Context: an optimization exercise on an open-source flow, tuned for small area, a short achievable clock period and few clock cycles. The choices shown serve that exercise and are no tape-out recipe.
Function was not checked in any run shown here: the RTL went through the layout flow alone.

==> design.v <==
module conv_rescaler #(
    parameter int NB_PIXEL = 19,
    parameter int NB_COUNT = 32,
    parameter int NB_OUT   = 8,
    parameter int NB_FRAC  = 16
) (
    input  logic                clock,
    input  logic                reset,
    input  logic                i_extremesValid,
    input  logic [NB_PIXEL-1:0] i_maxValue,
    input  logic [NB_PIXEL-1:0] i_minValue,
    input  logic [NB_COUNT-1:0] i_imageSize,
    input  logic                i_valid,
    input  logic [NB_PIXEL-1:0] i_convValue,
    output logic                o_ready,
    output logic [NB_OUT-1:0]   o_pixel,
    output logic                o_valid,
    output logic                o_endSignal
);
    localparam int NB_R     = NB_PIXEL;
    localparam int NB_SCALE = NB_OUT + NB_FRAC;           
    localparam int NB_POS   = $clog2(NB_SCALE);           
    localparam int ND       = (NB_R + 2) / 2;             
    localparam int LC       = 10;                         
    localparam logic [NB_SCALE-1:0] DIVIDEND = {{NB_OUT{1'b1}}, {NB_FRAC{1'b0}}};
    logic                 init_q, prep_q, div_q, run_q;
    logic                 v0_q, l0_q, v1_q, l1_q, v2_q, l2_q, v3_q, e3_q;
    logic [NB_PIXEL-1:0]  c_q;        
    logic [NB_PIXEL-1:0]  min_q;
    logic [NB_R-1:0]      range_q;
    logic [NB_COUNT-1:0]  count_q;    
    logic [NB_SCALE-1:0]  scale_q;
    logic [NB_POS-1:0]    pos_q;
    logic [3*ND-2:0]      bd_q;       
    logic [NB_SCALE-1:LC] psa_q, psb_q;
    logic                 pc_q;
    logic [NB_OUT-1:0]    pixel_q;
    logic idle, accept, last_acc, lone_end, start;
    logic [NB_PIXEL:0]    delta;      
    logic                 d_neg, d_big, span_ok;
    logic [NB_R-1:0]      d_clamp;
    logic [NB_R+1:0]      dx;         
    logic [ND-1:0]        b_one, b_two, b_neg;
    logic [NB_R:0]        rem_shift, rem_sub;
    logic [NB_R-1:0]      rem_q, rem_next;
    logic                 q_bit;
    logic [4:0]           blen;       
    logic [NB_POS-1:0]    pos_init;
    logic [NB_R-1:0]      rem_init;
    logic [NB_SCALE-1:0]  ra, rb;
    logic [LC-1:0]        lo_sum;
    logic                 lo_c;
    logic [NB_SCALE-LC-1:0] hi_sum;
    logic                 sub_c;
    logic [NB_COUNT-1:0]  count_dec;
    logic [NB_PIXEL+1:0]  be_c, be_m, be_r, bcs_s, bcs_c, bsum;
    assign idle     = !(init_q || prep_q || div_q || run_q);
    assign accept   = i_valid && run_q;
    assign last_acc = accept && (count_q == NB_COUNT'(1));
    assign start    = idle && i_extremesValid;
    assign lone_end = start && (i_imageSize == '0);
    cr_add #(NB_PIXEL + 1) u_delta (
        .a({c_q[NB_PIXEL-1], c_q}), .b(~{min_q[NB_PIXEL-1], min_q}), .ci(1'b1),
        .s(delta), .co());
    assign d_neg   = delta[NB_PIXEL];
    assign span_ok = !d_neg && (delta[NB_PIXEL-1:0] != '0);
    assign be_c  = {{2{c_q[NB_PIXEL-1]}}, c_q};
    assign be_m  = ~{{2{min_q[NB_PIXEL-1]}}, min_q};
    assign be_r  = ~{2'b00, range_q};
    assign bcs_s = be_c ^ be_m ^ be_r;
    assign bcs_c = (be_c & be_m) | (be_c & be_r) | (be_m & be_r);
    cr_add #(NB_PIXEL + 2) u_big (.a(bcs_s), .b({bcs_c[NB_PIXEL:0], 1'b0}), .ci(1'b1), .s(bsum), .co());
    assign d_big = !bsum[NB_PIXEL+1];
    always_comb begin
        d_clamp = delta[NB_R-1:0];
        if (d_neg)
            d_clamp = '0;
        else if (d_big)
            d_clamp = range_q;
    end
    assign dx = {1'b0, d_clamp, 1'b0};
    always_comb begin
        for (int r = 0; r < ND; r++) begin
            b_one[r] = dx[2*r+1] ^ dx[2*r];
            b_two[r] = (dx[2*r+2] && !dx[2*r+1] && !dx[2*r]) || (!dx[2*r+2] && dx[2*r+1] && dx[2*r]);
            b_neg[r] = dx[2*r+2];
        end
    end
    always_comb begin
        blen = 5'd0;
        for (int i = 0; i < NB_R; i++)
            if (range_q[i]) blen = 5'(i + 1);
    end
    assign pos_init = NB_POS'(NB_SCALE - int'(blen));
    assign rem_init = NB_R'(DIVIDEND >> (NB_SCALE + 1 - int'(blen)));
    assign rem_q     = bd_q[NB_R-1:0];
    assign rem_shift = {rem_q, (pos_q >= NB_POS'(NB_FRAC))};
    cr_add #(NB_R + 1) u_div (.a(rem_shift), .b(~{1'b0, range_q}), .ci(1'b1), .s(rem_sub), .co(sub_c));
    assign q_bit     = sub_c;
    assign rem_next  = q_bit ? rem_sub[NB_R-1:0] : rem_shift[NB_R-1:0];
    cr_add #(NB_COUNT) u_cnt (.a(count_q), .b('1), .ci(1'b0), .s(count_dec), .co());
    cr_mul u_mul (.a(scale_q), .one(bd_q[ND-1:0]), .two(bd_q[2*ND-1:ND]),
                  .neg({1'b0, bd_q[3*ND-2:2*ND]}), .ra(ra), .rb(rb));
    cr_add #(LC) u_lo (.a(ra[LC-1:0]), .b(rb[LC-1:0]), .ci(1'b0), .s(lo_sum), .co(lo_c));
    cr_add #(NB_SCALE - LC) u_hi (.a(psa_q), .b(psb_q), .ci(pc_q), .s(hi_sum), .co());
    always_ff @(posedge clock or negedge reset) begin
        if (!reset) begin
            init_q <= 1'b0;
            prep_q <= 1'b0;
            div_q  <= 1'b0;
            run_q  <= 1'b0;
            v0_q   <= 1'b0;
            l0_q   <= 1'b0;
            v1_q   <= 1'b0;
            l1_q   <= 1'b0;
            v2_q   <= 1'b0;
            l2_q   <= 1'b0;
            v3_q   <= 1'b0;
            e3_q   <= 1'b0;
        end else begin
            init_q <= start && !lone_end;
            prep_q <= init_q && span_ok;
            div_q  <= prep_q || (div_q && (pos_q != '0));
            run_q  <= (init_q && !span_ok) || (div_q && (pos_q == '0)) || (run_q && !last_acc);
            v0_q   <= accept;
            l0_q   <= last_acc;
            v1_q   <= v0_q;
            l1_q   <= l0_q;
            v2_q   <= v1_q;
            l2_q   <= v1_q && l1_q;
            v3_q   <= v2_q;
            e3_q   <= l2_q || lone_end;
        end
    end
    always_ff @(posedge clock) begin
        c_q <= idle ? i_maxValue : i_convValue;
        if (idle) begin
            min_q   <= i_minValue;
            count_q <= i_imageSize;
        end else if (accept) begin
            count_q <= count_dec;
        end
        if (init_q)
            range_q <= delta[NB_R-1:0];
        if (init_q)
            scale_q <= '0;
        else if (div_q)
            scale_q <= {scale_q[NB_SCALE-2:0], q_bit};
        if (prep_q)
            pos_q <= pos_init;
        else
            pos_q <= pos_q - NB_POS'(1);
        bd_q <= {b_neg[ND-2:0], b_two, b_one};
        if (prep_q)
            bd_q[NB_R-1:0] <= rem_init;
        else if (div_q)
            bd_q[NB_R-1:0] <= rem_next;
        psa_q   <= ra[NB_SCALE-1:LC];
        psb_q   <= rb[NB_SCALE-1:LC];
        pc_q    <= lo_c;
        pixel_q <= hi_sum[NB_SCALE-LC-1:NB_FRAC-LC];
    end
    assign o_ready     = run_q;
    assign o_pixel     = pixel_q;
    assign o_valid     = v3_q;
    assign o_endSignal = e3_q;
endmodule
module cr_add #(
    parameter int W = 8
) (
    input  logic [W-1:0] a,
    input  logic [W-1:0] b,
    input  logic         ci,
    output logic [W-1:0] s,
    output logic         co
);
    localparam int L = $clog2(W + 1);
    localparam int N = 1 << L;
    logic [N-1:0] g, p, x;
    always_comb begin
        x = '0;
        g = '0;
        p = '0;
        x[W-1:0] = a ^ b;
        g[W-1:0] = a & b;
        p[W-1:0] = x[W-1:0];
        g[0] = g[0] | (p[0] & ci);
        for (int d = 0; d < L; d++)
            for (int i = (2 << d) - 1; i < N; i += (2 << d)) begin
                g[i] = g[i] | (p[i] & g[i - (1 << d)]);
                p[i] = p[i] & p[i - (1 << d)];
            end
        for (int d = L - 2; d >= 0; d--)
            for (int i = 3 * (1 << d) - 1; i < N; i += (2 << d)) begin
                g[i] = g[i] | (p[i] & g[i - (1 << d)]);
                p[i] = p[i] & p[i - (1 << d)];
            end
        s[0] = x[0] ^ ci;
        for (int i = 1; i < W; i++)
            s[i] = x[i] ^ g[i - 1];
        co = g[W - 1];
    end
endmodule
module cr_mul (input logic [23:0] a, input logic [9:0] one, input logic [9:0] two, input logic [9:0] neg, output logic [23:0] ra, output logic [23:0] rb);
wire pp1;
wire pp2;
wire pp3;
wire pp4;
wire pp5;
wire pp6;
wire pp7;
wire pp8;
wire pp9;
wire pp10;
wire pp11;
wire pp12;
wire pp13;
wire pp14;
wire pp15;
wire pp16;
wire pp17;
wire pp18;
wire pp19;
wire pp20;
wire pp21;
wire pp22;
wire pp23;
wire pp24;
wire pp25;
wire pp26;
wire pp27;
wire pp28;
wire pp29;
wire pp30;
wire pp31;
wire pp32;
wire pp33;
wire pp34;
wire pp35;
wire pp36;
wire pp37;
wire pp38;
wire pp39;
wire pp40;
wire pp41;
wire pp42;
wire pp43;
wire pp44;
wire pp45;
wire pp46;
wire pp47;
wire pp48;
wire pp49;
wire pp50;
wire pp51;
wire pp52;
wire pp53;
wire pp54;
wire pp55;
wire pp56;
wire pp57;
wire pp58;
wire pp59;
wire pp60;
wire pp61;
wire pp62;
wire pp63;
wire pp64;
wire pp65;
wire pp66;
wire pp67;
wire pp68;
wire pp69;
wire pp70;
wire pp71;
wire pp72;
wire pp73;
wire pp74;
wire pp75;
wire pp76;
wire pp77;
wire pp78;
wire pp79;
wire pp80;
wire pp81;
wire pp82;
wire pp83;
wire pp84;
wire pp85;
wire pp86;
wire pp87;
wire pp88;
wire pp89;
wire pp90;
wire pp91;
wire pp92;
wire pp93;
wire pp94;
wire pp95;
wire pp96;
wire pp97;
wire pp98;
wire pp99;
wire pp100;
wire pp101;
wire pp102;
wire pp103;
wire pp104;
wire pp105;
wire pp106;
wire pp107;
wire pp108;
wire pp109;
wire pp110;
wire pp111;
wire pp112;
wire pp113;
wire pp114;
wire pp115;
wire pp116;
wire pp117;
wire pp118;
wire pp119;
wire pp120;
wire pp121;
wire pp122;
wire pp123;
wire pp124;
wire pp125;
wire pp126;
wire pp127;
wire pp128;
wire pp129;
wire pp130;
wire pp131;
wire pp132;
wire pp133;
wire pp134;
wire pp135;
wire pp136;
wire pp137;
wire pp138;
wire pp139;
wire pp140;
wire pp141;
wire pp142;
wire pp143;
wire pp144;
wire pp145;
wire pp146;
wire pp147;
wire pp148;
wire pp149;
wire pp150;
wire s151;
wire c152;
wire s153;
wire c154;
wire s155;
wire c156;
wire s157;
wire c158;
wire s159;
wire c160;
wire s161;
wire c162;
wire s163;
wire c164;
wire s165;
wire c166;
wire s167;
wire c168;
wire s169;
wire c170;
wire s171;
wire c172;
wire s173;
wire c174;
wire s175;
wire c176;
wire s177;
wire c178;
wire s179;
wire c180;
wire s181;
wire c182;
wire s183;
wire c184;
wire s185;
wire c186;
wire s187;
wire c188;
wire s189;
wire c190;
wire s191;
wire c192;
wire s193;
wire c194;
wire s195;
wire c196;
wire s197;
wire c198;
wire s199;
wire c200;
wire s201;
wire c202;
wire s203;
wire c204;
wire s205;
wire c206;
wire s207;
wire c208;
wire s209;
wire c210;
wire s211;
wire c212;
wire s213;
wire c214;
wire s215;
wire c216;
wire s217;
wire c218;
wire s219;
wire c220;
wire s221;
wire c222;
wire s223;
wire c224;
wire s225;
wire c226;
wire s227;
wire c228;
wire s229;
wire c230;
wire s231;
wire c232;
wire s233;
wire c234;
wire s235;
wire c236;
wire s237;
wire c238;
wire s239;
wire c240;
wire s241;
wire c242;
wire s243;
wire c244;
wire s245;
wire c246;
wire s247;
wire c248;
wire s249;
wire c250;
wire s251;
wire c252;
wire s253;
wire c254;
wire s255;
wire c256;
wire s257;
wire c258;
wire s259;
wire c260;
wire s261;
wire c262;
wire s263;
wire c264;
wire s265;
wire c266;
wire s267;
wire c268;
wire s269;
wire c270;
wire s271;
wire c272;
wire s273;
wire c274;
wire s275;
wire c276;
wire s277;
wire c278;
wire s279;
wire c280;
wire s281;
wire c282;
wire s283;
wire c284;
wire s285;
wire c286;
wire s287;
wire c288;
wire s289;
wire c290;
wire s291;
wire c292;
wire s293;
wire c294;
wire s295;
wire c296;
wire s297;
wire c298;
wire s299;
wire c300;
wire s301;
wire c302;
wire s303;
wire c304;
wire s305;
wire c306;
wire s307;
wire c308;
wire s309;
wire c310;
wire s311;
wire c312;
wire s313;
wire c314;
wire s315;
wire c316;
wire s317;
wire c318;
wire s319;
wire c320;
wire s321;
wire c322;
wire s323;
wire c324;
wire s325;
wire c326;
wire s327;
wire c328;
wire s329;
wire c330;
wire s331;
wire c332;
wire s333;
wire c334;
wire s335;
wire c336;
wire s337;
wire c338;
wire s339;
wire c340;
wire s341;
wire c342;
wire s343;
wire c344;
wire s345;
wire c346;
wire s347;
wire c348;
wire s349;
wire c350;
wire s351;
wire c352;
wire s353;
wire c354;
wire s355;
wire c356;
wire s357;
wire c358;
wire s359;
wire c360;
wire s361;
wire c362;
wire s363;
wire c364;
wire s365;
wire c366;
wire s367;
wire c368;
wire s369;
wire c370;
wire s371;
wire c372;
wire s373;
wire c374;
wire x375;
wire x376;
wire x377;
wire x378;
wire x379;
wire x380;
wire x381;
wire x382;
wire x383;
wire x384;
wire x385;
wire x386;
wire x387;
wire x388;
wire x389;
wire x390;
assign pp1 = ((one[0] & a[0])) ^ neg[0];
assign pp2 = ((one[0] & a[1]) | (two[0] & a[0])) ^ neg[0];
assign pp3 = ((one[0] & a[2]) | (two[0] & a[1])) ^ neg[0];
assign pp4 = ((one[0] & a[3]) | (two[0] & a[2])) ^ neg[0];
assign pp5 = ((one[0] & a[4]) | (two[0] & a[3])) ^ neg[0];
assign pp6 = ((one[0] & a[5]) | (two[0] & a[4])) ^ neg[0];
assign pp7 = ((one[0] & a[6]) | (two[0] & a[5])) ^ neg[0];
assign pp8 = ((one[0] & a[7]) | (two[0] & a[6])) ^ neg[0];
assign pp9 = ((one[0] & a[8]) | (two[0] & a[7])) ^ neg[0];
assign pp10 = ((one[0] & a[9]) | (two[0] & a[8])) ^ neg[0];
assign pp11 = ((one[0] & a[10]) | (two[0] & a[9])) ^ neg[0];
assign pp12 = ((one[0] & a[11]) | (two[0] & a[10])) ^ neg[0];
assign pp13 = ((one[0] & a[12]) | (two[0] & a[11])) ^ neg[0];
assign pp14 = ((one[0] & a[13]) | (two[0] & a[12])) ^ neg[0];
assign pp15 = ((one[0] & a[14]) | (two[0] & a[13])) ^ neg[0];
assign pp16 = ((one[0] & a[15]) | (two[0] & a[14])) ^ neg[0];
assign pp17 = ((one[0] & a[16]) | (two[0] & a[15])) ^ neg[0];
assign pp18 = ((one[0] & a[17]) | (two[0] & a[16])) ^ neg[0];
assign pp19 = ((one[0] & a[18]) | (two[0] & a[17])) ^ neg[0];
assign pp20 = ((one[0] & a[19]) | (two[0] & a[18])) ^ neg[0];
assign pp21 = ((one[0] & a[20]) | (two[0] & a[19])) ^ neg[0];
assign pp22 = ((one[0] & a[21]) | (two[0] & a[20])) ^ neg[0];
assign pp23 = ((one[0] & a[22]) | (two[0] & a[21])) ^ neg[0];
assign pp24 = ((one[0] & a[23]) | (two[0] & a[22])) ^ neg[0];
assign pp25 = ((one[1] & a[0])) ^ neg[1];
assign pp26 = ((one[1] & a[1]) | (two[1] & a[0])) ^ neg[1];
assign pp27 = ((one[1] & a[2]) | (two[1] & a[1])) ^ neg[1];
assign pp28 = ((one[1] & a[3]) | (two[1] & a[2])) ^ neg[1];
assign pp29 = ((one[1] & a[4]) | (two[1] & a[3])) ^ neg[1];
assign pp30 = ((one[1] & a[5]) | (two[1] & a[4])) ^ neg[1];
assign pp31 = ((one[1] & a[6]) | (two[1] & a[5])) ^ neg[1];
assign pp32 = ((one[1] & a[7]) | (two[1] & a[6])) ^ neg[1];
assign pp33 = ((one[1] & a[8]) | (two[1] & a[7])) ^ neg[1];
assign pp34 = ((one[1] & a[9]) | (two[1] & a[8])) ^ neg[1];
assign pp35 = ((one[1] & a[10]) | (two[1] & a[9])) ^ neg[1];
assign pp36 = ((one[1] & a[11]) | (two[1] & a[10])) ^ neg[1];
assign pp37 = ((one[1] & a[12]) | (two[1] & a[11])) ^ neg[1];
assign pp38 = ((one[1] & a[13]) | (two[1] & a[12])) ^ neg[1];
assign pp39 = ((one[1] & a[14]) | (two[1] & a[13])) ^ neg[1];
assign pp40 = ((one[1] & a[15]) | (two[1] & a[14])) ^ neg[1];
assign pp41 = ((one[1] & a[16]) | (two[1] & a[15])) ^ neg[1];
assign pp42 = ((one[1] & a[17]) | (two[1] & a[16])) ^ neg[1];
assign pp43 = ((one[1] & a[18]) | (two[1] & a[17])) ^ neg[1];
assign pp44 = ((one[1] & a[19]) | (two[1] & a[18])) ^ neg[1];
assign pp45 = ((one[1] & a[20]) | (two[1] & a[19])) ^ neg[1];
assign pp46 = ((one[1] & a[21]) | (two[1] & a[20])) ^ neg[1];
assign pp47 = ((one[2] & a[0])) ^ neg[2];
assign pp48 = ((one[2] & a[1]) | (two[2] & a[0])) ^ neg[2];
assign pp49 = ((one[2] & a[2]) | (two[2] & a[1])) ^ neg[2];
assign pp50 = ((one[2] & a[3]) | (two[2] & a[2])) ^ neg[2];
assign pp51 = ((one[2] & a[4]) | (two[2] & a[3])) ^ neg[2];
assign pp52 = ((one[2] & a[5]) | (two[2] & a[4])) ^ neg[2];
assign pp53 = ((one[2] & a[6]) | (two[2] & a[5])) ^ neg[2];
assign pp54 = ((one[2] & a[7]) | (two[2] & a[6])) ^ neg[2];
assign pp55 = ((one[2] & a[8]) | (two[2] & a[7])) ^ neg[2];
assign pp56 = ((one[2] & a[9]) | (two[2] & a[8])) ^ neg[2];
assign pp57 = ((one[2] & a[10]) | (two[2] & a[9])) ^ neg[2];
assign pp58 = ((one[2] & a[11]) | (two[2] & a[10])) ^ neg[2];
assign pp59 = ((one[2] & a[12]) | (two[2] & a[11])) ^ neg[2];
assign pp60 = ((one[2] & a[13]) | (two[2] & a[12])) ^ neg[2];
assign pp61 = ((one[2] & a[14]) | (two[2] & a[13])) ^ neg[2];
assign pp62 = ((one[2] & a[15]) | (two[2] & a[14])) ^ neg[2];
assign pp63 = ((one[2] & a[16]) | (two[2] & a[15])) ^ neg[2];
assign pp64 = ((one[2] & a[17]) | (two[2] & a[16])) ^ neg[2];
assign pp65 = ((one[2] & a[18]) | (two[2] & a[17])) ^ neg[2];
assign pp66 = ((one[2] & a[19]) | (two[2] & a[18])) ^ neg[2];
assign pp67 = ((one[3] & a[0])) ^ neg[3];
assign pp68 = ((one[3] & a[1]) | (two[3] & a[0])) ^ neg[3];
assign pp69 = ((one[3] & a[2]) | (two[3] & a[1])) ^ neg[3];
assign pp70 = ((one[3] & a[3]) | (two[3] & a[2])) ^ neg[3];
assign pp71 = ((one[3] & a[4]) | (two[3] & a[3])) ^ neg[3];
assign pp72 = ((one[3] & a[5]) | (two[3] & a[4])) ^ neg[3];
assign pp73 = ((one[3] & a[6]) | (two[3] & a[5])) ^ neg[3];
assign pp74 = ((one[3] & a[7]) | (two[3] & a[6])) ^ neg[3];
assign pp75 = ((one[3] & a[8]) | (two[3] & a[7])) ^ neg[3];
assign pp76 = ((one[3] & a[9]) | (two[3] & a[8])) ^ neg[3];
assign pp77 = ((one[3] & a[10]) | (two[3] & a[9])) ^ neg[3];
assign pp78 = ((one[3] & a[11]) | (two[3] & a[10])) ^ neg[3];
assign pp79 = ((one[3] & a[12]) | (two[3] & a[11])) ^ neg[3];
assign pp80 = ((one[3] & a[13]) | (two[3] & a[12])) ^ neg[3];
assign pp81 = ((one[3] & a[14]) | (two[3] & a[13])) ^ neg[3];
assign pp82 = ((one[3] & a[15]) | (two[3] & a[14])) ^ neg[3];
assign pp83 = ((one[3] & a[16]) | (two[3] & a[15])) ^ neg[3];
assign pp84 = ((one[3] & a[17]) | (two[3] & a[16])) ^ neg[3];
assign pp85 = ((one[4] & a[0])) ^ neg[4];
assign pp86 = ((one[4] & a[1]) | (two[4] & a[0])) ^ neg[4];
assign pp87 = ((one[4] & a[2]) | (two[4] & a[1])) ^ neg[4];
assign pp88 = ((one[4] & a[3]) | (two[4] & a[2])) ^ neg[4];
assign pp89 = ((one[4] & a[4]) | (two[4] & a[3])) ^ neg[4];
assign pp90 = ((one[4] & a[5]) | (two[4] & a[4])) ^ neg[4];
assign pp91 = ((one[4] & a[6]) | (two[4] & a[5])) ^ neg[4];
assign pp92 = ((one[4] & a[7]) | (two[4] & a[6])) ^ neg[4];
assign pp93 = ((one[4] & a[8]) | (two[4] & a[7])) ^ neg[4];
assign pp94 = ((one[4] & a[9]) | (two[4] & a[8])) ^ neg[4];
assign pp95 = ((one[4] & a[10]) | (two[4] & a[9])) ^ neg[4];
assign pp96 = ((one[4] & a[11]) | (two[4] & a[10])) ^ neg[4];
assign pp97 = ((one[4] & a[12]) | (two[4] & a[11])) ^ neg[4];
assign pp98 = ((one[4] & a[13]) | (two[4] & a[12])) ^ neg[4];
assign pp99 = ((one[4] & a[14]) | (two[4] & a[13])) ^ neg[4];
assign pp100 = ((one[4] & a[15]) | (two[4] & a[14])) ^ neg[4];
assign pp101 = ((one[5] & a[0])) ^ neg[5];
assign pp102 = ((one[5] & a[1]) | (two[5] & a[0])) ^ neg[5];
assign pp103 = ((one[5] & a[2]) | (two[5] & a[1])) ^ neg[5];
assign pp104 = ((one[5] & a[3]) | (two[5] & a[2])) ^ neg[5];
assign pp105 = ((one[5] & a[4]) | (two[5] & a[3])) ^ neg[5];
assign pp106 = ((one[5] & a[5]) | (two[5] & a[4])) ^ neg[5];
assign pp107 = ((one[5] & a[6]) | (two[5] & a[5])) ^ neg[5];
assign pp108 = ((one[5] & a[7]) | (two[5] & a[6])) ^ neg[5];
assign pp109 = ((one[5] & a[8]) | (two[5] & a[7])) ^ neg[5];
assign pp110 = ((one[5] & a[9]) | (two[5] & a[8])) ^ neg[5];
assign pp111 = ((one[5] & a[10]) | (two[5] & a[9])) ^ neg[5];
assign pp112 = ((one[5] & a[11]) | (two[5] & a[10])) ^ neg[5];
assign pp113 = ((one[5] & a[12]) | (two[5] & a[11])) ^ neg[5];
assign pp114 = ((one[5] & a[13]) | (two[5] & a[12])) ^ neg[5];
assign pp115 = ((one[6] & a[0])) ^ neg[6];
assign pp116 = ((one[6] & a[1]) | (two[6] & a[0])) ^ neg[6];
assign pp117 = ((one[6] & a[2]) | (two[6] & a[1])) ^ neg[6];
assign pp118 = ((one[6] & a[3]) | (two[6] & a[2])) ^ neg[6];
assign pp119 = ((one[6] & a[4]) | (two[6] & a[3])) ^ neg[6];
assign pp120 = ((one[6] & a[5]) | (two[6] & a[4])) ^ neg[6];
assign pp121 = ((one[6] & a[6]) | (two[6] & a[5])) ^ neg[6];
assign pp122 = ((one[6] & a[7]) | (two[6] & a[6])) ^ neg[6];
assign pp123 = ((one[6] & a[8]) | (two[6] & a[7])) ^ neg[6];
assign pp124 = ((one[6] & a[9]) | (two[6] & a[8])) ^ neg[6];
assign pp125 = ((one[6] & a[10]) | (two[6] & a[9])) ^ neg[6];
assign pp126 = ((one[6] & a[11]) | (two[6] & a[10])) ^ neg[6];
assign pp127 = ((one[7] & a[0])) ^ neg[7];
assign pp128 = ((one[7] & a[1]) | (two[7] & a[0])) ^ neg[7];
assign pp129 = ((one[7] & a[2]) | (two[7] & a[1])) ^ neg[7];
assign pp130 = ((one[7] & a[3]) | (two[7] & a[2])) ^ neg[7];
assign pp131 = ((one[7] & a[4]) | (two[7] & a[3])) ^ neg[7];
assign pp132 = ((one[7] & a[5]) | (two[7] & a[4])) ^ neg[7];
assign pp133 = ((one[7] & a[6]) | (two[7] & a[5])) ^ neg[7];
assign pp134 = ((one[7] & a[7]) | (two[7] & a[6])) ^ neg[7];
assign pp135 = ((one[7] & a[8]) | (two[7] & a[7])) ^ neg[7];
assign pp136 = ((one[7] & a[9]) | (two[7] & a[8])) ^ neg[7];
assign pp137 = ((one[8] & a[0])) ^ neg[8];
assign pp138 = ((one[8] & a[1]) | (two[8] & a[0])) ^ neg[8];
assign pp139 = ((one[8] & a[2]) | (two[8] & a[1])) ^ neg[8];
assign pp140 = ((one[8] & a[3]) | (two[8] & a[2])) ^ neg[8];
assign pp141 = ((one[8] & a[4]) | (two[8] & a[3])) ^ neg[8];
assign pp142 = ((one[8] & a[5]) | (two[8] & a[4])) ^ neg[8];
assign pp143 = ((one[8] & a[6]) | (two[8] & a[5])) ^ neg[8];
assign pp144 = ((one[8] & a[7]) | (two[8] & a[6])) ^ neg[8];
assign pp145 = (one[9] & a[0]);
assign pp146 = (one[9] & a[1]) | (two[9] & a[0]);
assign pp147 = (one[9] & a[2]) | (two[9] & a[1]);
assign pp148 = (one[9] & a[3]) | (two[9] & a[2]);
assign pp149 = (one[9] & a[4]) | (two[9] & a[3]);
assign pp150 = (one[9] & a[5]) | (two[9] & a[4]);
assign s151 = pp17 ^ pp39;
assign c152 = pp17 & pp39;
assign s153 = pp18 ^ pp40;
assign c154 = pp18 & pp40;
assign s155 = pp19 ^ pp41 ^ pp61;
assign c156 = (pp19 & pp41) | (pp19 & pp61) | (pp41 & pp61);
assign s157 = pp20 ^ pp42 ^ pp62;
assign c158 = (pp20 & pp42) | (pp20 & pp62) | (pp42 & pp62);
assign s159 = pp21 ^ pp43 ^ pp63;
assign c160 = (pp21 & pp43) | (pp21 & pp63) | (pp43 & pp63);
assign s161 = pp22 ^ pp44 ^ pp64;
assign c162 = (pp22 & pp44) | (pp22 & pp64) | (pp44 & pp64);
assign s163 = pp23 ^ pp45 ^ pp65;
assign c164 = (pp23 & pp45) | (pp23 & pp65) | (pp45 & pp65);
assign s165 = pp11 ^ pp33;
assign c166 = pp11 & pp33;
assign s167 = pp12 ^ pp34;
assign c168 = pp12 & pp34;
assign s169 = pp13 ^ pp35 ^ pp55;
assign c170 = (pp13 & pp35) | (pp13 & pp55) | (pp35 & pp55);
assign s171 = pp73 ^ pp89;
assign c172 = pp73 & pp89;
assign s173 = pp14 ^ pp36 ^ pp56;
assign c174 = (pp14 & pp36) | (pp14 & pp56) | (pp36 & pp56);
assign s175 = pp74 ^ pp90;
assign c176 = pp74 & pp90;
assign s177 = pp15 ^ pp37 ^ pp57;
assign c178 = (pp15 & pp37) | (pp15 & pp57) | (pp37 & pp57);
assign s179 = pp75 ^ pp91 ^ pp105;
assign c180 = (pp75 & pp91) | (pp75 & pp105) | (pp91 & pp105);
assign s181 = pp117 ^ pp127;
assign c182 = pp117 & pp127;
assign s183 = pp16 ^ pp38 ^ pp58;
assign c184 = (pp16 & pp38) | (pp16 & pp58) | (pp38 & pp58);
assign s185 = pp76 ^ pp92 ^ pp106;
assign c186 = (pp76 & pp92) | (pp76 & pp106) | (pp92 & pp106);
assign s187 = pp118 ^ pp128;
assign c188 = pp118 & pp128;
assign s189 = pp59 ^ pp77 ^ pp93;
assign c190 = (pp59 & pp77) | (pp59 & pp93) | (pp77 & pp93);
assign s191 = pp107 ^ pp119 ^ pp129;
assign c192 = (pp107 & pp119) | (pp107 & pp129) | (pp119 & pp129);
assign s193 = pp137 ^ neg[8] ^ s151;
assign c194 = (pp137 & neg[8]) | (pp137 & s151) | (neg[8] & s151);
assign s195 = pp60 ^ pp78 ^ pp94;
assign c196 = (pp60 & pp78) | (pp60 & pp94) | (pp78 & pp94);
assign s197 = pp108 ^ pp120 ^ pp130;
assign c198 = (pp108 & pp120) | (pp108 & pp130) | (pp120 & pp130);
assign s199 = pp138 ^ s153 ^ c152;
assign c200 = (pp138 & s153) | (pp138 & c152) | (s153 & c152);
assign s201 = pp79 ^ pp95 ^ pp109;
assign c202 = (pp79 & pp95) | (pp79 & pp109) | (pp95 & pp109);
assign s203 = pp121 ^ pp131 ^ pp139;
assign c204 = (pp121 & pp131) | (pp121 & pp139) | (pp131 & pp139);
assign s205 = pp145 ^ s155 ^ c154;
assign c206 = (pp145 & s155) | (pp145 & c154) | (s155 & c154);
assign s207 = pp80 ^ pp96 ^ pp110;
assign c208 = (pp80 & pp96) | (pp80 & pp110) | (pp96 & pp110);
assign s209 = pp122 ^ pp132 ^ pp140;
assign c210 = (pp122 & pp132) | (pp122 & pp140) | (pp132 & pp140);
assign s211 = pp146 ^ s157 ^ c156;
assign c212 = (pp146 & s157) | (pp146 & c156) | (s157 & c156);
assign s213 = pp81 ^ pp97 ^ pp111;
assign c214 = (pp81 & pp97) | (pp81 & pp111) | (pp97 & pp111);
assign s215 = pp123 ^ pp133 ^ pp141;
assign c216 = (pp123 & pp133) | (pp123 & pp141) | (pp133 & pp141);
assign s217 = pp147 ^ s159 ^ c158;
assign c218 = (pp147 & s159) | (pp147 & c158) | (s159 & c158);
assign s219 = pp82 ^ pp98 ^ pp112;
assign c220 = (pp82 & pp98) | (pp82 & pp112) | (pp98 & pp112);
assign s221 = pp124 ^ pp134 ^ pp142;
assign c222 = (pp124 & pp134) | (pp124 & pp142) | (pp134 & pp142);
assign s223 = pp148 ^ s161 ^ c160;
assign c224 = (pp148 & s161) | (pp148 & c160) | (s161 & c160);
assign s225 = pp83 ^ pp99 ^ pp113;
assign c226 = (pp83 & pp99) | (pp83 & pp113) | (pp99 & pp113);
assign s227 = pp125 ^ pp135 ^ pp143;
assign c228 = (pp125 & pp135) | (pp125 & pp143) | (pp135 & pp143);
assign s229 = pp149 ^ s163 ^ c162;
assign c230 = (pp149 & s163) | (pp149 & c162) | (s163 & c162);
assign s231 = pp7 ^ pp29;
assign c232 = pp7 & pp29;
assign s233 = pp8 ^ pp30;
assign c234 = pp8 & pp30;
assign s235 = pp9 ^ pp31 ^ pp51;
assign c236 = (pp9 & pp31) | (pp9 & pp51) | (pp31 & pp51);
assign s237 = pp69 ^ pp85;
assign c238 = pp69 & pp85;
assign s239 = pp10 ^ pp32 ^ pp52;
assign c240 = (pp10 & pp32) | (pp10 & pp52) | (pp32 & pp52);
assign s241 = pp70 ^ pp86;
assign c242 = pp70 & pp86;
assign s243 = pp53 ^ pp71 ^ pp87;
assign c244 = (pp53 & pp71) | (pp53 & pp87) | (pp71 & pp87);
assign s245 = pp101 ^ neg[5] ^ s165;
assign c246 = (pp101 & neg[5]) | (pp101 & s165) | (neg[5] & s165);
assign s247 = pp54 ^ pp72 ^ pp88;
assign c248 = (pp54 & pp72) | (pp54 & pp88) | (pp72 & pp88);
assign s249 = pp102 ^ s167 ^ c166;
assign c250 = (pp102 & s167) | (pp102 & c166) | (s167 & c166);
assign s251 = pp103 ^ pp115 ^ neg[6];
assign c252 = (pp103 & pp115) | (pp103 & neg[6]) | (pp115 & neg[6]);
assign s253 = s169 ^ s171 ^ c168;
assign c254 = (s169 & s171) | (s169 & c168) | (s171 & c168);
assign s255 = pp104 ^ pp116 ^ s173;
assign c256 = (pp104 & pp116) | (pp104 & s173) | (pp116 & s173);
assign s257 = s175 ^ c170 ^ c172;
assign c258 = (s175 & c170) | (s175 & c172) | (c170 & c172);
assign s259 = neg[7] ^ s177 ^ s179;
assign c260 = (neg[7] & s177) | (neg[7] & s179) | (s177 & s179);
assign s261 = s181 ^ c174 ^ c176;
assign c262 = (s181 & c174) | (s181 & c176) | (c174 & c176);
assign s263 = s183 ^ s185 ^ s187;
assign c264 = (s183 & s185) | (s183 & s187) | (s185 & s187);
assign s265 = c178 ^ c180 ^ c182;
assign c266 = (c178 & c180) | (c178 & c182) | (c180 & c182);
assign s267 = s189 ^ s191 ^ s193;
assign c268 = (s189 & s191) | (s189 & s193) | (s191 & s193);
assign s269 = c184 ^ c186 ^ c188;
assign c270 = (c184 & c186) | (c184 & c188) | (c186 & c188);
assign s271 = s195 ^ s197 ^ s199;
assign c272 = (s195 & s197) | (s195 & s199) | (s197 & s199);
assign s273 = c190 ^ c192 ^ c194;
assign c274 = (c190 & c192) | (c190 & c194) | (c192 & c194);
assign s275 = s201 ^ s203 ^ s205;
assign c276 = (s201 & s203) | (s201 & s205) | (s203 & s205);
assign s277 = c196 ^ c198 ^ c200;
assign c278 = (c196 & c198) | (c196 & c200) | (c198 & c200);
assign s279 = s207 ^ s209 ^ s211;
assign c280 = (s207 & s209) | (s207 & s211) | (s209 & s211);
assign s281 = c202 ^ c204 ^ c206;
assign c282 = (c202 & c204) | (c202 & c206) | (c204 & c206);
assign s283 = s213 ^ s215 ^ s217;
assign c284 = (s213 & s215) | (s213 & s217) | (s215 & s217);
assign s285 = c208 ^ c210 ^ c212;
assign c286 = (c208 & c210) | (c208 & c212) | (c210 & c212);
assign s287 = s219 ^ s221 ^ s223;
assign c288 = (s219 & s221) | (s219 & s223) | (s221 & s223);
assign s289 = c214 ^ c216 ^ c218;
assign c290 = (c214 & c216) | (c214 & c218) | (c216 & c218);
assign s291 = s225 ^ s227 ^ s229;
assign c292 = (s225 & s227) | (s225 & s229) | (s227 & s229);
assign s293 = c220 ^ c222 ^ c224;
assign c294 = (c220 & c222) | (c220 & c224) | (c222 & c224);
assign s295 = pp5 ^ pp27;
assign c296 = pp5 & pp27;
assign s297 = pp6 ^ pp28;
assign c298 = pp6 & pp28;
assign s299 = pp49 ^ pp67 ^ neg[3];
assign c300 = (pp49 & pp67) | (pp49 & neg[3]) | (pp67 & neg[3]);
assign s301 = pp50 ^ pp68 ^ s233;
assign c302 = (pp50 & pp68) | (pp50 & s233) | (pp68 & s233);
assign s303 = neg[4] ^ s235 ^ s237;
assign c304 = (neg[4] & s235) | (neg[4] & s237) | (s235 & s237);
assign s305 = s239 ^ s241 ^ c236;
assign c306 = (s239 & s241) | (s239 & c236) | (s241 & c236);
assign s307 = s243 ^ s245 ^ c240;
assign c308 = (s243 & s245) | (s243 & c240) | (s245 & c240);
assign s309 = s247 ^ s249 ^ c244;
assign c310 = (s247 & s249) | (s247 & c244) | (s249 & c244);
assign s311 = s251 ^ s253 ^ c248;
assign c312 = (s251 & s253) | (s251 & c248) | (s253 & c248);
assign s313 = s255 ^ s257 ^ c252;
assign c314 = (s255 & s257) | (s255 & c252) | (s257 & c252);
assign s315 = s259 ^ s261 ^ c256;
assign c316 = (s259 & s261) | (s259 & c256) | (s261 & c256);
assign s317 = s263 ^ s265 ^ c260;
assign c318 = (s263 & s265) | (s263 & c260) | (s265 & c260);
assign s319 = s267 ^ s269 ^ c264;
assign c320 = (s267 & s269) | (s267 & c264) | (s269 & c264);
assign s321 = s271 ^ s273 ^ c268;
assign c322 = (s271 & s273) | (s271 & c268) | (s273 & c268);
assign s323 = s275 ^ s277 ^ c272;
assign c324 = (s275 & s277) | (s275 & c272) | (s277 & c272);
assign s325 = s279 ^ s281 ^ c276;
assign c326 = (s279 & s281) | (s279 & c276) | (s281 & c276);
assign s327 = s283 ^ s285 ^ c280;
assign c328 = (s283 & s285) | (s283 & c280) | (s285 & c280);
assign s329 = s287 ^ s289 ^ c284;
assign c330 = (s287 & s289) | (s287 & c284) | (s289 & c284);
assign s331 = s291 ^ s293 ^ c288;
assign c332 = (s291 & s293) | (s291 & c288) | (s293 & c288);
assign s333 = pp3 ^ pp25;
assign c334 = pp3 & pp25;
assign s335 = pp4 ^ pp26;
assign c336 = pp4 & pp26;
assign s337 = pp47 ^ neg[2] ^ s295;
assign c338 = (pp47 & neg[2]) | (pp47 & s295) | (neg[2] & s295);
assign s339 = pp48 ^ s297 ^ c296;
assign c340 = (pp48 & s297) | (pp48 & c296) | (s297 & c296);
assign s341 = s231 ^ s299 ^ c298;
assign c342 = (s231 & s299) | (s231 & c298) | (s299 & c298);
assign s343 = c232 ^ s301 ^ c300;
assign c344 = (c232 & s301) | (c232 & c300) | (s301 & c300);
assign s345 = c234 ^ s303 ^ c302;
assign c346 = (c234 & s303) | (c234 & c302) | (s303 & c302);
assign s347 = c238 ^ s305 ^ c304;
assign c348 = (c238 & s305) | (c238 & c304) | (s305 & c304);
assign s349 = c242 ^ s307 ^ c306;
assign c350 = (c242 & s307) | (c242 & c306) | (s307 & c306);
assign s351 = c246 ^ s309 ^ c308;
assign c352 = (c246 & s309) | (c246 & c308) | (s309 & c308);
assign s353 = c250 ^ s311 ^ c310;
assign c354 = (c250 & s311) | (c250 & c310) | (s311 & c310);
assign s355 = c254 ^ s313 ^ c312;
assign c356 = (c254 & s313) | (c254 & c312) | (s313 & c312);
assign s357 = c258 ^ s315 ^ c314;
assign c358 = (c258 & s315) | (c258 & c314) | (s315 & c314);
assign s359 = c262 ^ s317 ^ c316;
assign c360 = (c262 & s317) | (c262 & c316) | (s317 & c316);
assign s361 = c266 ^ s319 ^ c318;
assign c362 = (c266 & s319) | (c266 & c318) | (s319 & c318);
assign s363 = c270 ^ s321 ^ c320;
assign c364 = (c270 & s321) | (c270 & c320) | (s321 & c320);
assign s365 = c274 ^ s323 ^ c322;
assign c366 = (c274 & s323) | (c274 & c322) | (s323 & c322);
assign s367 = c278 ^ s325 ^ c324;
assign c368 = (c278 & s325) | (c278 & c324) | (s325 & c324);
assign s369 = c282 ^ s327 ^ c326;
assign c370 = (c282 & s327) | (c282 & c326) | (s327 & c326);
assign s371 = c286 ^ s329 ^ c328;
assign c372 = (c286 & s329) | (c286 & c328) | (s329 & c328);
assign s373 = c290 ^ s331 ^ c330;
assign c374 = (c290 & s331) | (c290 & c330) | (s331 & c330);
assign x375 = pp24 ^ pp46;
assign x376 = pp66 ^ pp84;
assign x377 = pp100 ^ pp114;
assign x378 = pp126 ^ pp136;
assign x379 = pp144 ^ pp150;
assign x380 = x375 ^ x376;
assign x381 = x377 ^ x378;
assign x382 = x379 ^ x380;
assign x383 = x381 ^ c164;
assign x384 = c226 ^ c228;
assign x385 = x382 ^ x383;
assign x386 = x384 ^ x385;
assign x387 = c230 ^ x386;
assign x388 = x387 ^ c292;
assign x389 = c294 ^ x388;
assign x390 = x389 ^ c332;
assign ra = {x390, s373, s371, s369, s367, s365, s363, s361, s359, s357, s355, s353, s351, s349, s347, s345, s343, s341, s339, s337, s335, neg[1], pp2, pp1};
assign rb = {c374, c372, c370, c368, c366, c364, c362, c360, c358, c356, c354, c352, c350, c348, c346, c344, c342, c340, c338, c336, c334, s333, 1'b0, neg[0]};
endmodule
==> flow/run.sh <==
#!/bin/bash
# Standard layout, with the port buffers made from the smallest plain buffer.
set -euo pipefail
export BUFFER_PORTS_ARGS="-buffer_cell sky130_fd_sc_hd__buf_1"
bash standard.sh > standard_flow.log 2>&1
==> standard.sh <==
#!/bin/bash
# synth_recipe.tcl (not shown) runs the flow's synth.tcl, then flattens the netlist and writes it again
# the make line also repeats each setting of config.mk as NAME=value (left out here)
make -C /OpenROAD-flow-scripts/flow DESIGN_CONFIG=/design/flow/config.mk WORK_HOME=/design/flow/orfs CLKGATE_MAP_FILE= SYNTH_SCRIPT=/design/flow/synth_recipe.tcl "${@:-finish}"
==> config.mk <==
export PLATFORM = sky130hd
export DESIGN_NAME = conv_rescaler
export DESIGN_NICKNAME = conv_rescaler
export VERILOG_FILES = /design/flow/design.v
export SDC_FILE = /design/flow/constraint.sdc
export NUM_CORES = 4
export LEC_CHECK = 0
export ABC_CLOCK_PERIOD_IN_PS = 4000
export CAP_MARGIN = 20
export CORE_MARGIN = 2
export CORE_UTILIZATION = 40
export SETUP_SLACK_MARGIN = 5
export SLEW_MARGIN = 20
==> constraint.sdc <==
create_clock -name core_clock -period 9.0 [get_ports {clock}]
set_input_delay 1.8000 -clock core_clock [delete_from_list [all_inputs] [get_ports {clock}]]
set_output_delay 1.8000 -clock core_clock [all_outputs]
set_load 0.01 [all_outputs]
==> results of run 1 <==
-- final timing paths --
check                      cells past startpoint  slack [ps]     to
hold reg to reg                                0         350   l1_q
max in group asynchronous                      1        7260   v1_q
min in group asynchronous                      1        1320  run_q
setup / recovery                              16        5090  run_q
hold / removal                                 0         350   l1_q
setup reg to reg                              16        5090  run_q
-- registers in the layout, indices dropped and copies added (netlist names), 5 cells and up --
name and count:
psa_q 14, min_q 19, pixel_q 8, range_q 19
psb_q 14, c_q 19, bd_q 29, scale_q 24
pos_q 5, count_q 32
-- critical path, stage by stage (launching register included) --
cell	delay (ps)
edfxtp_1	390
inv_2	70
ha_1	240
a21o_1	190
a21oi_4	180
o31ai_4	120
o221a_4	290
o31ai_4	260
a21oi_2	130
a21boi_2	180
o21ai_1	120
fa_2	490
nor4_1	270
nand4_1	120
or4_4	460
o21ai_2	180
a221o_1	160
-- final cells by class --
type / instances / area, um2
tap: 539 / 674
fill: 4073 / 23000
multi-input combinational: 1272 / 11100
clock inverter: 13 / 129
sequential: 196 / 4690
inverter: 171 / 646
timing repair buffer: 168 / 910
clock buffer: 19 / 475
-- placed cells by master, fill, tap and decap left out, types with 54 or more instances in the layout --
master	count
edfxtp_1	70
xor2_1	83
buf_1	103
o21ai_0	54
a21oi_1	68
inv_1	160
dfxtp_1	110
xnor2_1	133
nor2_1	91
fa_1	131
ha_1	112
a22oi_1	139
nand2_1	136
buf_4	59
-- cells in the mapped netlist, types with 18 or more instances --
cell type    n  area, um2
inv_1      170        638
a22oi_1    141       1060
nand2_1    138        518
xnor2_1    138       1210
fa_1       134       2680
dfxtp_1    114       2280
ha_1       113       1410
nor2_1      91        342
clkbuf_1    90        338
xor2_1      83        727
a21oi_1     71        355
edfxtp_1    70       2100
o21ai_0     58        290
mux2i_1     39        390
nor3_1      33        165
nor4_1      25        156
nand3_1     23        115
o211ai_1    20        150
buf_1       18       67.6
-- per-layer routing --
metal	up-vias	global-route usage
li1	6206	-
met1	6505	0.273
met2	539	0.371
met3	105	0.0433
met4	0	0.0892
met5	-	0
-- per-stage QoR --
step,std cells,worst slack [ps]
2_1_floorplan,1763,5060
3_3_place_gp,2300,4190
3_5_place_dp,2300,3950
4_1_cts,2361,4930
5_1_grt,2378,4890
6_report,2378,5090
-- cells by family (layout without fill, tap and decap cells) --
family                     Yosys count  after routing  synth area share
buffers and inverters              295            371            0.0710
xor gates and xnor gates           221            221             0.115
AOI/OAI and AO/OA                  395            395             0.165
muxes                               43             43            0.0259
DFF                                196            196             0.279
and+or+nand+nor                    366            366            0.0991
adders and majority gates          247            247             0.244
-- what timing repair did --
| action | CTS | global route |
|---|---|---|
| buffers inserted | 29 | 17 |
| pin swaps | 18 | 15 |
| resized for setup | 34 | 34 |
| setup endpoints to repair | 42 | 52 |
| endpoints found under the hold margin | 0 | 0 |
==> results.cfg, run 1 <==
[status]
status = finished clean

[logic_synthesis]
synthArstFlopShare = 0.0612
synth_nets = 2103
synth_area_um2 = 16800
yosysWarnings = 6
seq_area_frac_synth = 0.279
postSynthCellCount = 1763
synth_edf_count = 70
synthDistinctLibCells = 74
syn_avg_cell_area_um2 = 9.52
yosys_most_used_dff = dfxtp_1
ys_ff_latch = 196

[worst_setup_path]
critPathKind = reg -> reg
startpoint = min_q[4]
arrival_ps = 4320
r2r-start = min_q[4]
required_ps = 9410
startpoint_type = flip-flop
worst_setup_path_end_kind = flip-flop
cp_max_fo = 3

[finish]
antenna_cells = 0
finalNetCount = 2166
post-route-util = 0.448
drive_above_1_share = 0.0875
finish.instance_area_um2 = 18700
area_growth_pct = 11.2

[route]
wl_met1_um = 19500
first_iter_violations = 1205
wl_met2_um = 22600
final_antenna_net_count = 0
route.vias.total = 13400
via_per_inst = 5.62
highest_layer = met4
dr.pass1.iters = 5
wl_met3_um = 2870
drc = 0
wl_per_cell_um = 19.6
drt_wl_total_um = 46700

[timing]
skew_ps = 19.9
fin_crit_sh = 0.434
relSlewSlack = 0.283
hold_viol_final = 0
tns_ps = 0
drv_slew = 0
setup_viol = 0
grt_setup_unrepaired = true
worstMarginPinSlew_ps = 1070
fmax_mhz = 256
min_period_ps = 3910
timing.hold.ws_ps = 346

[clock_network]
path_clk_slew_ps = 80
cts_tree = built
hold_buffers = 0
clk_latency_ps = 470
htreeDepth = 4
cts.path.max_buffers = 2
root_buffer = clkbuf_16
cts.sink_count = 196
numCtsBuffers = 17

[grt]
grt-ovfl-total = 0
grt_max_degree = 72
antenna_found_initial = 0
track_usage = 0.219
grt_first_pass_wirelength_um = 74900
grt_pass1_vias = 13800

[die]
core_area_um2 = 41700
io_pins = 104
die_area_um2 = 43600
start_util = 0.403
die_w_um = 209
die_y_um = 209
row_count = 75

[hold_path]
min_from = l0_q
min_path_type = reg -> reg

[run]
maxCapViolations = 0

[placement]
gp_congestion = 0.935
postPlaceCellArea_um2 = 17400
portBuffers = 103
hpwl_um = 33800
==> run 2, diff against run 1 <==
--- a/design.v
+++ b/design.v
@@ -20,5 +20,4 @@
     localparam int NB_R     = NB_PIXEL;
     localparam int NB_SCALE = NB_OUT + NB_FRAC;           
-    localparam int NB_POS   = $clog2(NB_SCALE);           
     localparam int ND       = (NB_R + 2) / 2;             
     localparam int LC       = 10;                         
@@ -31,5 +30,4 @@
     logic [NB_COUNT-1:0]  count_q;    
     logic [NB_SCALE-1:0]  scale_q;
-    logic [NB_POS-1:0]    pos_q;
     logic [3*ND-2:0]      bd_q;       
     logic [NB_SCALE-1:LC] psa_q, psb_q;
@@ -45,6 +43,5 @@
     logic [NB_R-1:0]      rem_q, rem_next;
     logic                 q_bit;
-    logic [4:0]           blen;       
-    logic [NB_POS-1:0]    pos_init;
+    logic [NB_R-1:0]      lead;       
     logic [NB_R-1:0]      rem_init;
     logic [NB_SCALE-1:0]  ra, rb;
@@ -88,12 +85,17 @@
     end
     always_comb begin
-        blen = 5'd0;
-        for (int i = 0; i < NB_R; i++)
-            if (range_q[i]) blen = 5'(i + 1);
+        for (int i = 0; i < NB_R; i++) begin
+            lead[i] = range_q[i];
+            for (int j = i + 1; j < NB_R; j++)
+                if (range_q[j]) lead[i] = 1'b0;
+        end
+        for (int i = 0; i < NB_R; i++) begin
+            rem_init[i] = 1'b0;
+            for (int j = i + 1; j <= i + NB_OUT && j < NB_R; j++)
+                rem_init[i] = rem_init[i] | lead[j];
+        end
     end
-    assign pos_init = NB_POS'(NB_SCALE - int'(blen));
-    assign rem_init = NB_R'(DIVIDEND >> (NB_SCALE + 1 - int'(blen)));
     assign rem_q     = bd_q[NB_R-1:0];
-    assign rem_shift = {rem_q, (pos_q >= NB_POS'(NB_FRAC))};
+    assign rem_shift = {rem_q, (scale_q[NB_SCALE-1:NB_OUT] == '0)};
     cr_add #(NB_R + 1) u_div (.a(rem_shift), .b(~{1'b0, range_q}), .ci(1'b1), .s(rem_sub), .co(sub_c));
     assign q_bit     = sub_c;
@@ -121,6 +123,6 @@
             init_q <= start && !lone_end;
             prep_q <= init_q && span_ok;
-            div_q  <= prep_q || (div_q && (pos_q != '0));
-            run_q  <= (init_q && !span_ok) || (div_q && (pos_q == '0)) || (run_q && !last_acc);
+            div_q  <= prep_q || (div_q && !scale_q[NB_SCALE-1]);
+            run_q  <= (init_q && !span_ok) || (div_q && scale_q[NB_SCALE-1]) || (run_q && !last_acc);
             v0_q   <= accept;
             l0_q   <= last_acc;
@@ -145,10 +147,8 @@
         if (init_q)
             scale_q <= '0;
+        else if (prep_q)
+            scale_q <= NB_SCALE'(lead);
         else if (div_q)
             scale_q <= {scale_q[NB_SCALE-2:0], q_bit};
-        if (prep_q)
-            pos_q <= pos_init;
-        else
-            pos_q <= pos_q - NB_POS'(1);
         bd_q <= {b_neg[ND-2:0], b_two, b_one};
         if (prep_q)
==> run 2 against run 1 <==
Net effect: worst setup slack better by 12 ps.
==> results.cfg, run 2 <==
[clock_network]
clk_latency_ps = 480
cts.path.max_buffers = 2
cts.sink_count = 191
htreeDepth = 4
path_clk_slew_ps = 90
cts_tree = built
hold_buffers = 0
numCtsBuffers = 17
root_buffer = clkbuf_16

[timing]
drv_slew = 0
worstMarginPinSlew_ps = 1020
setup_viol = 0
fin_crit_sh = 0.433
grt_setup_unrepaired = true
min_period_ps = 3890
hold_viol_final = 0
skew_ps = 22.0
fin_ws_ps = 5110
fmax_mhz = 257
tns_ps = 0
relSlewSlack = 0.318

[route]
via_per_inst = 5.53
drt_wl_total_um = 44300
final_antenna_net_count = 0
route.vias.total = 12900
wl_per_cell_um = 19.0
drc = 0
first_iter_violations = 1028
dr.pass1.iters = 6

[die]
die_area_um2 = 42600
io_pins = 104
core_area_um2 = 40600
die_w_um = 206
row_count = 74
die_y_um = 206
start_util = 0.403

[grt]
grt_first_pass_wirelength_um = 71700
track_usage = 0.218
grt-ovfl-total = 0
grt_max_degree = 72
grt_pass1_vias = 13100
antenna_found_initial = 0

[worst_setup_path]
arrival_ps = 4240
required_ps = 9350
worst_setup_path_end_kind = flip-flop
startpoint_type = flip-flop
cp_max_fo = 7
critPathKind = reg -> reg

[logic_synthesis]
synth_nets = 2062
postSynthCellCount = 1725
synth_area_um2 = 16400
synthArstFlopShare = 0.0628
synth.most_common_cell = inv_1
seq_area_frac_synth = 0.280
yosysWarnings = 6
yosys_most_used_dff = dfxtp_1
synthTopCellsByArea = fa_1 (16%), dfxtp_1 (13%), edfxtp_1 (13%)
syn_avg_cell_area_um2 = 9.50
yosys-top-cells-count = inv_1 (168), nand2_1 (147), a22oi_1 (140)
synth_edf_count = 70
yosysTopAreaCellShare = 0.164
yosysTopAreaCell = fa_1
synthDistinctLibCells = 72
ys_ff_latch = 191

[finish]
antenna_cells = 0
drive_above_1_share = 0.0829
top_register = count_q
area_growth_pct = 11.0
post-route-util = 0.447
largest_reg_flops = 32
final_common_cell = inv_1
layout_common_cells = inv_1 (162), nand2_1 (146), a22oi_1 (139)
finalNetCount = 2121
fillers = 3961
top_regs = count_q (32), bd_q (29), scale_q (24)

[status]
status = finished clean

[placement]
portBuffers = 103
hpwl_um = 33400
pre_cts_slack_ps = 4250
gp_congestion = 0.930

[hold_path]
min_path_type = reg -> reg

[run]
maxCapViolations = 0
run 2: changes by cell type after synthesis, moves of 9 or more:
cell      before  now
xnor2_1      138  127
clkbuf_1      90  100
a211oi_1      12   22
o21ai_1        2   19
nand2_1      138  147
o21ai_0       58   21
a21oi_1       71   55
o211ai_1      20    2
nand3_1       23   35
run 2: cells by family (layout without fill, tap and decap cells):
kind of cell / count (synthesis) / in the layout / share of synthesized area
and+or+nand+nor: 370 / 370 / 0.0996
AOI/OAI and AO/OA: 355 / 355 / 0.155
buffers and inverters: 296 / 368 / 0.0689
adders and majority gates: 244 / 244 / 0.248
xor gates and xnor gates: 212 / 212 / 0.113
DFF: 191 / 191 / 0.280
muxes: 57 / 57 / 0.0358
run 2: path summary, 6_finish.rpt:
kind / startpoint / end / slack, ps / depth (start not counted)
worst min register to register: l0_q / l1_q / 360 / 0
min in group asynchronous: reset / prep_q / 1320 / 1
max in group asynchronous: reset / v2_q / 7260 / 1
worst max register to register: range_q[4] / bd_q[9] / 5110 / 14
worst max-delay path: range_q[4] / bd_q[9] / 5110 / 14
worst min-delay path: l0_q / l1_q / 360 / 0
run 2: layout make-up:
class / instances / area (um2) / share of cell area
Clock buffer: 18 / 429 / 0.0236
Tap cell: 532 / 666 / 0.0366
Sequential cell: 191 / 4590 / 0.253
Timing Repair Buffer: 162 / 861 / 0.0473
Multi-Input combinational cell: 1238 / 10900 / 0.597
Inverter: 174 / 657 / 0.0361
Clock inverter: 14 / 124 / 0.00681
run 2: critical path, cell delays in order, from the launching register on:
cell and delay [ps]:
edfxtp_1 540, inv_1 260, fa_1 460, ha_1 220
a2111oi_2 320, o21ai_1 110, o211a_1 270, o41ai_4 280
buf_4 200, xnor2_1 230, nor2_1 100, a211oi_2 290
ha_1 280, a21oi_1 120, o21ai_1 90
run 2: through the flow:
stage | cell area, um2 | std cells | hold WS (ps)
finish | 18200 | 2329 | 361
global route | 18200 | 2329 | 368
CTS | 18000 | 2310 | 367
detailed placement | 17200 | 2262 | 342
global placement | 17200 | 2262 | 333
floorplan | 16400 | 1725 | 331
run 2: layer usage:
layer  track usage  wire length [um]
met1         0.280             19200
met4        0.0781              1210
met5             0                 0
met3        0.0358              2340
met2         0.368             21600
run 2: what timing repair did:
action	in CTS	in global routing
buffers inserted	16	19
setup endpoints to repair	72	24
pin swaps	17	18
resized for setup	26	21
==> run 3, diff against run 2 <==
==> flow/run.sh (replaced) <==
#!/bin/bash
# Standard layout, with the port buffers made from the smallest plain buffer and a clock tree
# of smaller buffers without dummy loads.
set -euo pipefail
export BUFFER_PORTS_ARGS="-buffer_cell sky130_fd_sc_hd__buf_1"
export CTS_ARGS="-sink_clustering_enable -repair_clock_nets -dont_use_dummy_load -buf_list {sky130_fd_sc_hd__clkbuf_4 sky130_fd_sc_hd__clkbuf_8}"
bash standard.sh > standard_flow.log 2>&1
==> run 3 against run 2 <==
Net effect: still clean on timing, DRC and antenna; worst setup slack worse by 40 ps; global-route usage down 0.17 points; count of clock-buffer cells in the layout down 1; synthesized cell count unchanged; die area unchanged; via count down 0.44%; final cell count down 1.0%; cell area down 2.3%; highest routed layer unchanged.
==> results.cfg, run 3 <==
[die]
start_util = 0.403
io_pins = 104
die_area_um2 = 42600
core_area_um2 = 40600
row_count = 74
die_y_um = 206
die_w_um = 206

[worst_setup_path]
worst_setup_path_end_kind = flip-flop
required_ps = 9420
critPathKind = reg -> reg
cp_max_fo = 13
startpoint_type = flip-flop
arrival_ps = 4360

[timing]
relSlewSlack = 0.330
skew_ps = 58.2
fin_crit_sh = 0.437
grt_setup_unrepaired = true
fmax_mhz = 254
tns_ps = 0
drv_slew = 0
setup_viol = 0
worstMarginPinSlew_ps = 1000
hold_viol_final = 0
min_period_ps = 3930

[route]
via_per_inst = 5.56
dr.pass1.iters = 5
final_antenna_net_count = 0
drt_wl_total_um = 44100
first_iter_violations = 1009
wl_per_cell_um = 19.1
drc = 0
route.vias.total = 12800

[logic_synthesis]
synthArstFlopShare = 0.0628
seq_area_frac_synth = 0.280
yosysTopAreaCellShare = 0.164
postSynthCellCount = 1725
syn_avg_cell_area_um2 = 9.50
synth_area_um2 = 16400
synth_nets = 2062
yosys_most_used_dff = dfxtp_1
synthTopCellsByArea = fa_1 (16%), dfxtp_1 (13%), edfxtp_1 (13%)
yosysTopAreaCell = fa_1
yosysWarnings = 6
yosys-top-cells-count = inv_1 (168), nand2_1 (147), a22oi_1 (140)
ys_ff_latch = 191
synth.most_common_cell = inv_1
synth_edf_count = 70
synthDistinctLibCells = 72

[clock_network]
clk_latency_ps = 530
cts_tree = built
hold_buffers = 0
path_clk_slew_ps = 110
cts.path.max_buffers = 2
cts.sink_count = 191
htreeDepth = 4
root_buffer = clkbuf_8
numCtsBuffers = 17

[finish]
layout_common_cells = inv_1 (163), nand2_1 (146), a22oi_1 (139)
top_register = count_q
largest_reg_flops = 32
antenna_cells = 0
finalNetCount = 2112
post-route-util = 0.437
drive_above_1_share = 0.0682
final_common_cell = inv_1
area_growth_pct = 8.36
top_regs = count_q (32), bd_q (29), scale_q (24)

[grt]
grt_pass1_vias = 13100
track_usage = 0.216
grt_first_pass_wirelength_um = 71200
grt-ovfl-total = 0
grt_max_degree = 72
antenna_found_initial = 0

[hold_path]
min_path_type = reg -> reg

[status]
status = finished clean

[run]
maxCapViolations = 0

[placement]
gp_congestion = 0.930
hpwl_um = 33400
portBuffers = 103
-- run 3: logic make-up (layout without fill, tap and decap cells) --
group                      Yosys count  count (layout)  share of synthesized area
DFF                                191             191                      0.280
muxes                               57              57                     0.0358
buffers and inverters              296             344                     0.0689
AOI/OAI and AO/OA                  355             355                      0.155
xor gates and xnor gates           212             212                      0.113
and+or+nand+nor                    370             370                     0.0996
adders and majority gates          244             244                      0.248
-- run 3: worst paths after layout --
kind / start / end / slack, ps / cells after the start
max: scale_q[14] / bd_q[17] / 5070 / 13
max reg2reg: scale_q[14] / bd_q[17] / 5070 / 13
max in group asynchronous: reset / l1_q / 7320 / 1
min in group asynchronous: reset / run_q / 1250 / 1
min: v2_q / v3_q / 370 / 0
min reg2reg: v2_q / v3_q / 370 / 0
-- run 3: stage by stage --
stage	instance area (um2)	hold WS, ps	setup WS (ps)	instances
after floorplan	16400	331	5100	1725
after global placement	17200	333	4350	2262
after detailed placement	17200	342	4250	2262
after CTS	17600	383	4870	2292
after global routing	17800	387	4800	2305
final	17800	372	5070	2305
-- run 3: per-layer routing --
layer | track usage | part of all wire | wire, um | up-vias
li1 | - | - | - | 6025
met1 | 0.279 | 0.44 | 19300 | 6316
met2 | 0.365 | 0.48 | 21400 | 413
met3 | 0.0360 | 0.052 | 2270 | 72
met4 | 0.0768 | 0.027 | 1190 | 0
met5 | 0 | 0 | 0 | -
-- run 3: repair_timing --
item | in CTS | in global routing
buffers inserted | 13 | 13
resized for setup | 15 | 26
pin swaps | 3 | 3
setup endpoints to repair | 72 | 57
cloned | 0 | 0
-- run 3: cell type report --
cell class | count | area (um2)
timing repair buffer | 153 | 781
tap | 532 | 666
clock buffer | 17 | 234
fill | 4003 | 22900
multi-input combinational | 1238 | 10800
inverter | 174 | 657
sequential | 191 | 4590
-- run 3: critical path, cell delays in order, from the launching register on --
cell,delay (ps)
dfxtp_1,450
nor4_1,370
nand4_1,210
ha_1,250
fa_1,410
nor2b_1,200
o31ai_2,100
a21oi_1,190
o21ai_1,190
o31a_1,350
fa_1,380
xnor2_1,130
mux2_1,290
a221o_1,310

[static timing again, ports no longer ideal]
No port has a modelled driver above. Below, the same layouts with a new extraction and two added sets of constraints.
Step 1: set_driving_cell puts a clkbuf_16 on clock and a buf_2 on each other input, an assumption about the parent block.
Step 2 also shifts input and output timing later by t, the mid clock arrival at the registers, as if the neighbouring blocks saw the same clock.
Three values: ideal, step 1, step 2; two values: the first two.
run | t (ns) | setup slack, ns | hold WS [ns] | worst data-port slew with drivers (ns)
run 1 | 0.513 | 5.093 / 5.093 / 5.093 | 0.346 / 0.346 / 0.346 | 0.06
run 2 | 0.522 | 5.105 / 5.105 / 5.105 | 0.361 / 0.361 / 0.361 | 0.04
run 3 | 0.552 | 5.066 / 5.066 / 5.066 | 0.372 / 0.372 / 0.372 | 0.04
After both steps setup and hold are still met in every run listed.
